Background: an optimization exercise with open tools, aiming at small area. Do not read the settings as production practice. In this exercise RTL edits were held to simulation tests only and were not proved equivalent to the original. Power and IR drop assume default switching activity.

09-26:
Design des_top, start of the top module:
module des_top (
    input  wire logic                 clk,
    input  wire logic                 rst_n,
    input  wire logic                 in_valid,
    input  wire des_pkg::des_block_t  key,
    input  wire des_pkg::des_block_t  value,
    output logic                      out_valid,
    output des_pkg::des_block_t       msg
);
For scale: roughly 12000 cells after synthesis, about 1900 flip-flops, roughly 200 I/O pins, roughly 89000 um^2 of cells after synthesis.
export LEC_CHECK = 0
export ABC_AREA = 1
export CAP_MARGIN = 10
export CORE_MARGIN = 2
export CORE_UTILIZATION = 65
export CTS_BUF_LIST = sky130_fd_sc_hd__clkbuf_8
export GPL_TIMING_DRIVEN = 0
export SETUP_SLACK_MARGIN = 0.2
export SLEW_MARGIN = 10
create_clock -name core_clock -period 4.0 [get_ports {clk}]
standard.sh (not shown) runs the stock make flow with config.mk's settings and CLKGATE_MAP_FILE= SYNTH_SCRIPT=/design/flow/synth_recipe.tcl, a recipe that flattens the netlist after the stock synthesis.
==> flow/flow/run.sh <==
#!/bin/bash
# Standard ORFS layout; only these differ:
# - synthesis maps with an area-oriented ABC script (flow/my.abc) and skips
#   half-adder extraction; registers are untouched;
# - port buffers are the smallest buffer (repair_design upsizes them if needed);
# - clock tree: clkbuf_8 only, larger sink clusters.
set -euo pipefail
W=$(pwd)
bash standard.sh SYNTH_SCRIPT=$W/flow/my_synth.tcl ADDER_MAP_FILE= \
  "BUFFER_PORTS_ARGS=-buffer_cell sky130_fd_sc_hd__buf_1" \
  "CTS_ARGS=-sink_clustering_enable -repair_clock_nets -buf_list sky130_fd_sc_hd__clkbuf_8 -sink_clustering_size 14 -sink_clustering_max_diameter 70" \
  finish > $W/orfs_flow.log 2>&1
==> flow/flow/my.abc <==
strash
dch -f
amap
strash
dch -f
map -a
strash
dch -f
amap
strash
dch -f
amap
strash
dch -f
amap
topo
==> flow/flow/my_synth.tcl <==
# synth_recipe.tcl with one change: the technology mapping step runs the
# ABC script in flow/my.abc instead of ORFS's abc_area.script
proc synth {args} { yosys synth -nofsm -noshare {*}$args }
proc abc {args} {
  set i [lsearch -exact $args -script]
  if { $i >= 0 } {
    set args [lreplace $args $i [expr {$i + 1}] -script [file dirname $::env(SYNTH_SCRIPT)]/my.abc]
  }
  yosys abc {*}$args
}
source $::env(SCRIPTS_DIR)/synth.tcl
# left out here: clear keep_hierarchy, flatten, clean up, hide names made inside functions, write 1_2_yosys.v
Every stage of the flow completed for 09-26, and the final layout passed the timing, DRC and antenna checks.
#### Input delta (05-24 over 09-26)
-- flow/flow/run.sh --
<<< 09-26, line 11
  "CTS_ARGS=-sink_clustering_enable -repair_clock_nets -buf_list sky130_fd_sc_hd__clkbuf_8 -sink_clustering_size 14 -sink_clustering_max_diameter 70" \
>>> 05-24, line 11
  "CTS_ARGS=-sink_clustering_enable -repair_clock_nets -buf_list sky130_fd_sc_hd__clkbuf_8 -sink_clustering_size 17 -sink_clustering_max_diameter 55" \
[summary]
- Going from 09-26 to 05-24, routed metal-1 wire length now smaller; core utilization now larger.
- Re die area: no difference whatsoever between 05-24 and 09-26.
- Re proportion of power drawn by the clock network: 05-24 and 09-26 aren't equal, and the higher value belongs to 05-24.
- NOTE: final instance area in 05-24 exceeds that of 09-26
- 05-24 vs. 09-26: maximum fanout encountered on the critical timing path climbed 1, number of antenna cells inserted now larger, number of gates resized after cts went up, combinational share of power saw a decrease, number of buffers created by CTS moved down.
- Comparing 09-26 with 05-24, the routed wire length came out essentially unchanged.


Setup of the previous run:
des_top, a different RTL version from the one above (not shown whole).
For scale: ~12000 cells after synthesis, about 1900 flip-flops, roughly 200 I/O pins.
Settings: LEC_CHECK=0, ABC_AREA=1, CAP_MARGIN=10, CORE_MARGIN=2, CORE_UTILIZATION=78, CTS_BUF_LIST=sky130_fd_sc_hd__clkbuf_8, GPL_TIMING_DRIVEN=0, SETUP_SLACK_MARGIN=0.15, SLEW_MARGIN=10; clock period 4.0 ns.
==> flow/flow/run.sh <==
#!/bin/bash
# Standard ORFS layout; only these differ:
# - synthesis maps with an area-oriented ABC script (flow/my.abc) and skips
#   half-adder extraction; registers are untouched;
# - port buffers are the smallest buffer (repair_design upsizes them if needed);
# - clock tree: clkbuf_8 only, larger sink clusters.
set -euo pipefail
W=$(pwd)
bash standard.sh SYNTH_SCRIPT=$W/flow/my_synth.tcl ADDER_MAP_FILE= \
  "BUFFER_PORTS_ARGS=-buffer_cell sky130_fd_sc_hd__buf_1" \
  "CTS_ARGS=-sink_clustering_enable -repair_clock_nets -buf_list sky130_fd_sc_hd__clkbuf_8 -sink_clustering_size 14 -sink_clustering_max_diameter 70 -dont_use_dummy_load" \
  finish > $W/orfs_flow.log 2>&1
==> flow/flow/my.abc <==
strash
dch -f
map -a
strash
dch -f
amap
strash
dch -f
map -a
strash
dch -f
amap
topo
Scripts as last shown in full above: flow/flow/my_synth.tcl
The previous run did not finish; a tool error ended it in global routing.
[inputs] the current run vs the previous run
- swapping 0.15 for 0.18 in SETUP_SLACK_MARGIN
- swapping 78 for 65 in CORE_UTILIZATION
- swapping sky130_fd_sc_hd__clkbuf_8 for sky130_fd_sc_hd__clkbuf_4 sky130_fd_sc_hd__clkbuf_8 in CTS_BUF_LIST
diff --git a/flow/flow/run.sh b/flow/flow/run.sh
--- a/flow/flow/run.sh
+++ b/flow/flow/run.sh
@@ -9,4 +9,4 @@
 bash standard.sh SYNTH_SCRIPT=$W/flow/my_synth.tcl ADDER_MAP_FILE= \
   "BUFFER_PORTS_ARGS=-buffer_cell sky130_fd_sc_hd__buf_1" \
-  "CTS_ARGS=-sink_clustering_enable -repair_clock_nets -buf_list sky130_fd_sc_hd__clkbuf_8 -sink_clustering_size 14 -sink_clustering_max_diameter 70 -dont_use_dummy_load" \
+  "CTS_ARGS=-sink_clustering_enable -repair_clock_nets -buf_list {sky130_fd_sc_hd__clkbuf_4 sky130_fd_sc_hd__clkbuf_8} -sink_clustering_size 10 -sink_clustering_max_diameter 50" \
   finish > $W/orfs_flow.log 2>&1
[summary]
The current run ends up with a number of buffers created by CTS that is 42% higher than in the previous run.
As far as synthesized area goes, the current run and the previous run are indistinguishable; the numbers are identical.
Status(the previous run) = ERROR, stage = global routing
No stage failed in the current run, and the final checks on the layout all came back clean.
Synthesized cell count: the current run vs the previous run identical
Comparing the current run against the previous run, there is no change at all in async set-reset flop share out of synthesis.
Taking the previous run as the reference, in the current run count of placed standard cells including taps shows an increase of 280; initial core utilization shows a reduction of 13 points.
The current run against the previous run; cell area after placement is up slightly.
The current run: HPWL after detailed placement higher than the previous run

-- static timing again, ports no longer ideal --
No port has a modelled driver above. Below, the same layouts with a new extraction and two added sets of constraints.
Step 1 assumes that a clkbuf_16 drives the clock port and a buf_2 every other input.
Step 2 moves the port delays by t, midway between the first and last clock arrival at a register: inputs arrive t later, outputs are due t later. That takes back most of the time a late clock gives input paths.
Slacks: no drivers / after step 1 / after step 2; pairs: no drivers / after step 1.
| run | t, ns | setup WS [ns] | hold slack, ns | slew at the worst register clock pin (ns) |
|---|---|---|---|---|
| 09-26 | 1.049 | 0.237 / 0.237 / -0.725 | 0.058 / -0.004 / 0.309 | 0.10 / 0.10 |
| 05-24 | 1.040 | 0.204 / 0.204 / -0.553 | 0.069 / 0.006 / 0.321 | 0.11 / 0.11 |
| the current run | 1.079 | 0.227 / 0.227 / -0.559 | 0.035 / -0.029 / 0.310 | 0.08 / 0.08 |
Met with ideal ports but missed after step 2: setup timing in every run listed. The setup slack of 09-26, which loses most, moves by 0.000 ns with the drivers and by -0.962 ns with both steps.
